From an optimization exercise on the open Yosys and OpenROAD flow, aimed at small area and a short achievable clock period; shortcuts taken in it are not production practice.
The RTL was checked by simulation tests, not by an equivalence proof against the original design.

==> v14 <==
==> flow/design.v <==
module dac_wave_player #(
    parameter int                ND_DAC   = 14,
    parameter int                NA_DAC   = 8,
    parameter int                NDIV     = 16,
    parameter logic [ND_DAC-1:0] MIDSCALE = 14'h2000
) (
    input  logic              clk,
    input  logic              rst,
    input  logic              wr_en,
    input  logic [NA_DAC-1:0] wr_addr,
    input  logic [ND_DAC-1:0] wr_data,
    input  logic [NA_DAC-1:0] play_len,
    input  logic [NDIV-1:0]   div,
    input  logic              loop_en,
    input  logic              start,
    input  logic              stop,
    output logic [ND_DAC-1:0] dac_data,
    output logic              dac_clk,
    output logic [NA_DAC-1:0] rd_addr,
    output logic              busy,
    output logic              done,
    output logic              wr_err,
    output logic [1:0]        dbg_state
);
    logic              r_busy;
    logic              r_done;
    logic [15:0]       r_wr_lo_n;     
    logic [15:0]       r_wr_hi_n;     
    logic [ND_DAC-1:0] r_wr_data_n;   
    logic [(1<<NA_DAC)-1:0][ND_DAC-1:0] r_mem_n;    
    logic [15:0]       r_sel_lo_n;    
    logic [15:0]       r_sel_hi_n;    
    logic [ND_DAC-1:0] r_ram_q;
    logic [NA_DAC-1:0] w_fetch_nxt;
    logic [NA_DAC-1:0] r_len;
    logic [NDIV-1:0]   r_div;
    logic              r_loop;
    logic [NDIV-1:0]   r_rem;         
    logic              r_end;         
    logic [NDIV-1:0]   r_h1;          
    logic [NA_DAC-1:0] r_fetch_idx;
    logic              r_first;
    logic [ND_DAC-1:0] r_dac_code;    
    logic              r_dac_clk;
    logic [NA_DAC-1:0] r_rd_addr;
    logic              r_wr_err;
    logic [NDIV-1:0]   w_rem_dec;
    logic              w_end;
    logic              w_hit;
    logic              w_start_ok;
    logic              w_finish;
    logic              w_show;
    assign w_start_ok = start && !stop && !r_busy;
    assign w_rem_dec  = r_rem - NDIV'(1);
    assign w_end      = r_end;
    assign w_hit      = (r_rem == r_h1);
    assign w_finish   = r_busy && w_end && !r_first && (r_rd_addr == r_len) && !r_loop;
    assign w_show     = r_busy && w_end && !w_finish;
    always_ff @(posedge clk or negedge rst) begin
        if (!rst) begin
            r_busy <= 1'b0;
            r_done <= 1'b0;
        end else begin
            r_busy <= !stop && (r_busy ? !w_finish : start);
            r_done <= !stop && (r_busy ? w_finish : (r_done && !start));
        end
    end
    logic [15:0][ND_DAC-1:0] w_grp_n;
    for (genvar i = 0; i < 16; i++) begin : g_grp
        for (genvar b = 0; b < ND_DAC; b++) begin : g_bit
            logic [15:0] w_col;
            for (genvar j = 0; j < 16; j++) begin : g_w
                assign w_col[j] = r_mem_n[16*i+j][b];
            end
            dwp_sel16 u_sel (.sel_n(r_sel_lo_n), .d_n(w_col), .y_n(w_grp_n[i][b]));
        end
    end
    logic [ND_DAC-1:0] w_rd_n;
    for (genvar b = 0; b < ND_DAC; b++) begin : g_rd
        logic [15:0] w_col;
        for (genvar i = 0; i < 16; i++) begin : g_g
            assign w_col[i] = w_grp_n[i][b];
        end
        dwp_sel16 u_sel (.sel_n(r_sel_hi_n), .d_n(w_col), .y_n(w_rd_n[b]));
    end
    logic w_byp;
    assign w_byp = (|(~r_sel_hi_n & ~r_wr_hi_n)) && (|(~r_sel_lo_n & ~r_wr_lo_n));
    always_ff @(posedge clk) begin
        r_ram_q <= w_byp ? ~r_wr_data_n : ~w_rd_n;
    end
    always_ff @(posedge clk) begin
        for (int k = 0; k < 16; k++) begin
            r_wr_lo_n[k] <= (wr_addr[3:0] != 4'(k));
            r_wr_hi_n[k] <= !(wr_en && !r_busy && (wr_addr[7:4] == 4'(k)));
        end
        r_wr_data_n <= ~wr_data;
    end
    for (genvar w = 0; w < (1<<NA_DAC); w++) begin : g_word
        logic              w_load;
        logic              w_hold;
        logic [ND_DAC-1:0] w_nxt;
        assign w_load = !(r_wr_hi_n[w/16] || r_wr_lo_n[w%16]);
        assign w_hold = !w_load;
        for (genvar b = 0; b < ND_DAC; b++) begin : g_bit
            dwp_load_hold u_lh (.load(w_load), .hold(w_hold), .d(r_wr_data_n[b]),
                                .q(r_mem_n[w][b]), .y(w_nxt[b]));
        end
        always_ff @(posedge clk) begin
            r_mem_n[w] <= w_nxt;
        end
    end
    always_ff @(posedge clk) begin
        if (w_start_ok) begin
            r_len  <= play_len;
            r_div  <= {div[NDIV-1:1], div[0] | (div == '0)};
            r_h1   <= {1'b0, div[NDIV-1:1]} + NDIV'(1);
            r_loop <= loop_en;
        end
        if (w_start_ok) begin
            r_rem       <= NDIV'(1);
            r_first     <= 1'b1;
        end else if (w_end) begin
            r_rem       <= r_div;
            r_first     <= 1'b0;
        end else begin
            r_rem       <= w_rem_dec;
        end
        r_end <= !w_start_ok && !r_end && (r_rem == NDIV'(1));
        r_fetch_idx <= w_fetch_nxt;
        for (int j = 0; j < 16; j++) begin
            r_sel_lo_n[j] <= (w_fetch_nxt[3:0] != 4'(j));
            r_sel_hi_n[j] <= (w_fetch_nxt[7:4] != 4'(j));
        end
    end
    always_comb begin
        if (w_start_ok) begin
            w_fetch_nxt = '0;
        end else if (w_end) begin
            w_fetch_nxt = (r_fetch_idx == r_len) ? '0 : r_fetch_idx + NA_DAC'(1);
        end else begin
            w_fetch_nxt = r_fetch_idx;
        end
    end
    always_ff @(posedge clk or negedge rst) begin
        if (!rst) begin
            r_dac_code <= '0;
            r_dac_clk  <= 1'b0;
            r_rd_addr  <= '0;
            r_wr_err   <= 1'b0;
        end else begin
            r_dac_clk <= !stop && r_busy && !w_end && !r_first && (r_dac_clk || w_hit);
            if (stop) begin
                r_dac_code <= '0;
                r_rd_addr  <= '0;
                r_wr_err   <= 1'b0;
            end else if (w_start_ok) begin
                r_rd_addr  <= '0;
                r_wr_err   <= 1'b0;
            end else begin
                if (r_busy && wr_en) begin
                    r_wr_err <= 1'b1;
                end
                if (w_show) begin
                    r_dac_code <= r_ram_q;
                    r_rd_addr  <= r_fetch_idx;
                end
            end
        end
    end
    assign dac_data  = r_dac_code ^ MIDSCALE;
    assign dac_clk   = r_dac_clk;
    assign rd_addr   = r_rd_addr;
    assign busy      = r_busy;
    assign done      = r_done;
    assign wr_err    = r_wr_err;
    assign dbg_state = {r_done, r_busy};
endmodule
module dwp_load_hold (
    input  logic load,
    input  logic hold,
    input  logic d,
    input  logic q,
    output logic y
);
    assign y = (load & d) | (hold & q);
endmodule
module dwp_sel16 (
    input  logic [15:0] sel_n,
    input  logic [15:0] d_n,
    output logic        y_n
);
    logic [7:0] w_p;
    logic [3:0] w_q;
    logic [1:0] w_r;
    for (genvar t = 0; t < 8; t++) begin : g_p
        dwp_oai22 u_p (.a0(d_n[2*t]), .s0(sel_n[2*t]), .a1(d_n[2*t+1]), .s1(sel_n[2*t+1]),
                       .y(w_p[t]));
    end
    for (genvar t = 0; t < 4; t++) begin : g_q
        dwp_nor2 u_q (.a(w_p[2*t+1:2*t]), .y(w_q[t]));
    end
    for (genvar t = 0; t < 2; t++) begin : g_r
        dwp_nand2 u_r (.a(w_q[2*t+1:2*t]), .y(w_r[t]));
    end
    dwp_nor2 u_y (.a(w_r), .y(y_n));
endmodule
module dwp_oai22 (
    input  logic a0, s0, a1, s1,
    output logic y
);
    assign y = ~((a0 | s0) & (a1 | s1));
endmodule
module dwp_nor2 (
    input  logic [1:0] a,
    output logic       y
);
    assign y = ~|a;
endmodule
module dwp_nand2 (
    input  logic [1:0] a,
    output logic       y
);
    assign y = ~&a;
endmodule
==> flow/run.sh <==
#!/bin/bash
# synth_recipe.tcl (not shown) runs the flow's synth.tcl, then flattens the netlist and writes it again
# the make line also repeats each setting of config.mk as NAME=value (left out here)
make -C /OpenROAD-flow-scripts/flow DESIGN_CONFIG=/design/flow/config.mk WORK_HOME=/design/flow/orfs CLKGATE_MAP_FILE= SYNTH_SCRIPT=/design/flow/synth_recipe.tcl finish
==> flow/config.mk <==
export PLATFORM = sky130hd
export DESIGN_NAME = dac_wave_player
export DESIGN_NICKNAME = dac_wave_player
export VERILOG_FILES = /design/flow/design.v
export SDC_FILE = /design/flow/constraint.sdc
export NUM_CORES = 4
export LEC_CHECK = 0
export CAP_MARGIN = 20
export CORE_MARGIN = 2
export CORE_UTILIZATION = 45
export CTS_CLUSTER_DIAMETER = 70
export CTS_CLUSTER_SIZE = 24
export SETUP_SLACK_MARGIN = 3.2
export SLEW_MARGIN = 20
export SYNTH_HIERARCHICAL = 1
export SYNTH_MINIMUM_KEEP_SIZE = 0
==> flow/constraint.sdc <==
create_clock -name core_clock -period 6.0 [get_ports {clk}]
set_input_delay 1.2000 -clock core_clock [delete_from_list [all_inputs] [get_ports {clk}]]
set_output_delay 1.2000 -clock core_clock [all_outputs]
set_load 0.01 [all_outputs]
==> v21: changes against v14 <==
--- a/flow/design.v
+++ b/flow/design.v
@@ -42,3 +42,3 @@
     logic              r_first;
-    logic [ND_DAC-1:0] r_dac_code;    
+    logic [ND_DAC-1:0] r_dac_data;
     logic              r_dac_clk;
@@ -145,3 +145,3 @@
         if (!rst) begin
-            r_dac_code <= '0;
+            r_dac_data <= MIDSCALE;
             r_dac_clk  <= 1'b0;
@@ -152,3 +152,3 @@
             if (stop) begin
-                r_dac_code <= '0;
+                r_dac_data <= MIDSCALE;
                 r_rd_addr  <= '0;
@@ -163,3 +163,3 @@
                 if (w_show) begin
-                    r_dac_code <= r_ram_q;
+                    r_dac_data <= {~r_ram_q[ND_DAC-1], r_ram_q[ND_DAC-2:0]};
                     r_rd_addr  <= r_fetch_idx;
@@ -169,3 +169,3 @@
     end
-    assign dac_data  = r_dac_code ^ MIDSCALE;
+    assign dac_data  = r_dac_data;
     assign dac_clk   = r_dac_clk;
Settings changed: SETUP_SLACK_MARGIN 3.2 to 3.3.
==> v39: changes against v14 <==
==> flow/design.v (replaced) <==
module dac_wave_player #(
    parameter int                ND_DAC   = 14,
    parameter int                NA_DAC   = 8,
    parameter int                NDIV     = 16,
    parameter logic [ND_DAC-1:0] MIDSCALE = 14'h2000
) (
    input  logic              clk,
    input  logic              rst,
    input  logic              wr_en,
    input  logic [NA_DAC-1:0] wr_addr,
    input  logic [ND_DAC-1:0] wr_data,
    input  logic [NA_DAC-1:0] play_len,
    input  logic [NDIV-1:0]   div,
    input  logic              loop_en,
    input  logic              start,
    input  logic              stop,
    output logic [ND_DAC-1:0] dac_data,
    output logic              dac_clk,
    output logic [NA_DAC-1:0] rd_addr,
    output logic              busy,
    output logic              done,
    output logic              wr_err,
    output logic [1:0]        dbg_state
);
    logic              r_busy;
    logic              r_done;
    logic [(1<<NA_DAC)-1:0][ND_DAC-1:0] r_mem;
    logic [ND_DAC-1:0] r_ram_q;
    logic [ND_DAC-1:0] w_rd_word;
    logic [NA_DAC-1:0] r_len;
    logic [NDIV-1:0]   r_div;
    logic              r_loop;
    logic [NDIV-1:0]   r_rem;         
    logic [NA_DAC-1:0] r_fetch_idx;
    logic              r_first;
    logic [ND_DAC-1:0] r_dac_data;
    logic              r_dac_clk;
    logic [NA_DAC-1:0] r_rd_addr;
    logic              r_wr_err;
    logic [NDIV-1:0]   w_rem_dec;
    logic              w_end;
    logic              w_hit;
    logic              w_start_ok;
    logic              w_finish;
    logic              w_show;
    assign w_start_ok = start && !stop && !r_busy;
    assign w_rem_dec  = r_rem - NDIV'(1);
    assign w_end      = (r_rem == '0);
    assign w_hit      = (w_rem_dec == {1'b0, r_div[NDIV-1:1]});
    assign w_finish   = r_busy && w_end && !r_first && (r_rd_addr == r_len) && !r_loop;
    assign w_show     = r_busy && w_end && !w_finish;
    always_ff @(posedge clk or negedge rst) begin
        if (!rst) begin
            r_busy <= 1'b0;
            r_done <= 1'b0;
        end else begin
            r_busy <= !stop && (r_busy ? !w_finish : start);
            r_done <= !stop && (r_busy ? w_finish : (r_done && !start));
        end
    end
    always_comb begin
        w_rd_word = '0;
        for (int w = 0; w < (1<<NA_DAC); w++) begin
            w_rd_word = w_rd_word | ({ND_DAC{r_fetch_idx == NA_DAC'(w)}} & r_mem[w]);
        end
    end
    for (genvar w = 0; w < (1<<NA_DAC); w++) begin : g_word
        always_ff @(posedge clk) begin
            if (wr_en && !r_busy && (wr_addr == NA_DAC'(w))) begin
                r_mem[w] <= wr_data;
            end
        end
    end
    always_ff @(posedge clk) begin
        r_ram_q <= w_rd_word;
    end
    always_ff @(posedge clk) begin
        if (w_start_ok) begin
            r_len  <= play_len;
            r_div  <= {div[NDIV-1:1], div[0] | (div == '0)};
            r_loop <= loop_en;
        end
        if (w_start_ok) begin
            r_rem       <= NDIV'(1);
            r_fetch_idx <= '0;
            r_first     <= 1'b1;
        end else if (w_end) begin
            r_rem       <= r_div;
            r_fetch_idx <= (r_fetch_idx == r_len) ? '0 : r_fetch_idx + NA_DAC'(1);
            r_first     <= 1'b0;
        end else begin
            r_rem       <= w_rem_dec;
        end
    end
    always_ff @(posedge clk or negedge rst) begin
        if (!rst) begin
            r_dac_data <= MIDSCALE;
            r_dac_clk  <= 1'b0;
            r_rd_addr  <= '0;
            r_wr_err   <= 1'b0;
        end else begin
            r_dac_clk <= !stop && r_busy && !w_end && !r_first && (r_dac_clk || w_hit);
            if (stop) begin
                r_dac_data <= MIDSCALE;
                r_rd_addr  <= '0;
                r_wr_err   <= 1'b0;
            end else if (w_start_ok) begin
                r_rd_addr  <= '0;
                r_wr_err   <= 1'b0;
            end else begin
                if (r_busy && wr_en) begin
                    r_wr_err <= 1'b1;
                end
                if (w_show) begin
                    r_dac_data <= {~r_ram_q[ND_DAC-1], r_ram_q[ND_DAC-2:0]};
                    r_rd_addr  <= r_fetch_idx;
                end
            end
        end
    end
    assign dac_data  = r_dac_data;
    assign dac_clk   = r_dac_clk;
    assign rd_addr   = r_rd_addr;
    assign busy      = r_busy;
    assign done      = r_done;
    assign wr_err    = r_wr_err;
    assign dbg_state = {r_done, r_busy};
endmodule
Settings changed: CORE_UTILIZATION 45 to 60, CTS_CLUSTER_DIAMETER 70 to default, CTS_CLUSTER_SIZE 24 to default, SYNTH_HIERARCHICAL 1 to default, SYNTH_MINIMUM_KEEP_SIZE 0 to default.
==> v11: changes against v14 <==
--- a/flow/design.v
+++ b/flow/design.v
@@ -39,6 +39,5 @@
     logic              r_end;         
-    logic [NDIV-1:0]   r_h1;          
     logic [NA_DAC-1:0] r_fetch_idx;
     logic              r_first;
-    logic [ND_DAC-1:0] r_dac_code;    
+    logic [ND_DAC-1:0] r_dac_data;
     logic              r_dac_clk;
@@ -55,3 +54,3 @@
     assign w_end      = r_end;
-    assign w_hit      = (r_rem == r_h1);
+    assign w_hit      = (r_rem == {1'b0, r_div[NDIV-1:1]} + NDIV'(1));
     assign w_finish   = r_busy && w_end && !r_first && (r_rd_addr == r_len) && !r_loop;
@@ -115,3 +114,2 @@
             r_div  <= {div[NDIV-1:1], div[0] | (div == '0)};
-            r_h1   <= {1'b0, div[NDIV-1:1]} + NDIV'(1);
             r_loop <= loop_en;
@@ -145,3 +143,3 @@
         if (!rst) begin
-            r_dac_code <= '0;
+            r_dac_data <= MIDSCALE;
             r_dac_clk  <= 1'b0;
@@ -152,3 +150,3 @@
             if (stop) begin
-                r_dac_code <= '0;
+                r_dac_data <= MIDSCALE;
                 r_rd_addr  <= '0;
@@ -163,3 +161,3 @@
                 if (w_show) begin
-                    r_dac_code <= r_ram_q;
+                    r_dac_data <= {~r_ram_q[ND_DAC-1], r_ram_q[ND_DAC-2:0]};
                     r_rd_addr  <= r_fetch_idx;
@@ -169,3 +167,3 @@
     end
-    assign dac_data  = r_dac_code ^ MIDSCALE;
+    assign dac_data  = r_dac_data;
     assign dac_clk   = r_dac_clk;
Settings changed: SETUP_SLACK_MARGIN 3.2 to 3.5.
==> flow_summary.ini <==
[global_routing]
globalRouteMet1Util_pct = 44.60

[setup_path]
reg2reg_slack_ps = 3080
crit_path_end_kind = output port

[layout]
clockNetworkAreaShare_pct = 4.321
final_layout_size_suffix_gt1_share_pct = 7.534
area_delta_synth_final_pct = 11.95

[run_status]
status = failed layout checks
so_faults = antenna rules

[detailed_routing]
ant_nets = 2
the above is filed under v14

==> flow_summary.ini <==
[detailed_routing]
ant_nets = 0

[layout]
final_layout_size_suffix_gt1_share_pct = 8.508
area_delta_synth_final_pct = 13.06
clockNetworkAreaShare_pct = 4.299
multi_input_area_um2 = 54160

[setup_path]
crit_path_end_kind = output port
reg2reg_slack_ps = 3100
path_buf_inv = 1

[global_routing]
globalRouteMet1Util_pct = 45.21
use_met3_pct = 6.754

[logic_synthesis]
synth_area_leader_cell = dfxtp_1

[run_status]
status = timing/DRC/antenna clean
the above is filed under v21

==> flow_summary.ini <==
[run_status]
status = failed layout checks
so_faults = antenna rules

[setup_path]
reg2reg_slack_ps = 3380
crit_path_end_kind = output port
critPathMaxStageDelay_ps = 660

[detailed_routing]
ant_nets = 1

[sta]
fin_crit_sh_pct = 49.02
finalSetupViolations = 0
rsz0062_at_grt = yes

[layout]
final_layout_size_suffix_gt1_share_pct = 10.45
final_common_cell = dfxtp_1
clockNetworkAreaShare_pct = 4.357
largest_reg_flops = 3584
area_delta_synth_final_pct = 14.96

[global_routing]
globalRouteMet1Util_pct = 45.55
the above is filed under v11

==> flow_summary.ini <==
[logic_synthesis]
synthAdderAreaFrac_pct = 0.04592
synth_nets = 7918
synth_commonest_cells = edfxtp_1, a22oi_1, nor2_1
synth_cell_types = 87
yosysMostFrequentCell = edfxtp_1
synth-compound-area-share_pct = 11.11
yosys.area_share.simple_pct = 6.167

[floorplanning]
pin_count = 80

[placed_design]
post_dp_cell_area_um2 = 149700

[run_status]
error_message = [ERROR GRT-0116] Global routing finished with congestion. Check the congestion regions in the DRC Viewer.
status = aborted with a tool error
stop_stage = global routing

[global_routing]
globalRouteMet1Util_pct = 95.88
the above is filed under v39

[afterwards: timing with drivers on the ports]
The flow's constraints put no driver on any port. The routed layouts listed below were extracted and timed again, unchanged, in two steps.
Step 1: set_driving_cell puts a clkbuf_16 on clk and a buf_2 on each other input, an assumption about the parent block.
Step 2 also shifts input and output timing later by t, the mid clock arrival at the registers, as if the neighbouring blocks saw the same clock.
Three values: no drivers, after step 1, after step 2; two values: the first two.
run	shift t [ns]	setup slack, ns	worst setup path at the end	worst register clock-pin slew, ns	worst slew at a driven data input, ns
v14	1.011	2.975 / 2.879 / 2.433	input to register	0.10 / 0.10	0.26
v21	1.039	3.009 / 2.896 / 2.451	input to register	0.10 / 0.10	0.27
v11	1.038	3.059 / 2.952 / 2.669	input to register	0.10 / 0.10	0.18
For v21, which loses most, drivers alone change the setup slack by -0.113 ns; drivers and shift together by -0.558 ns.
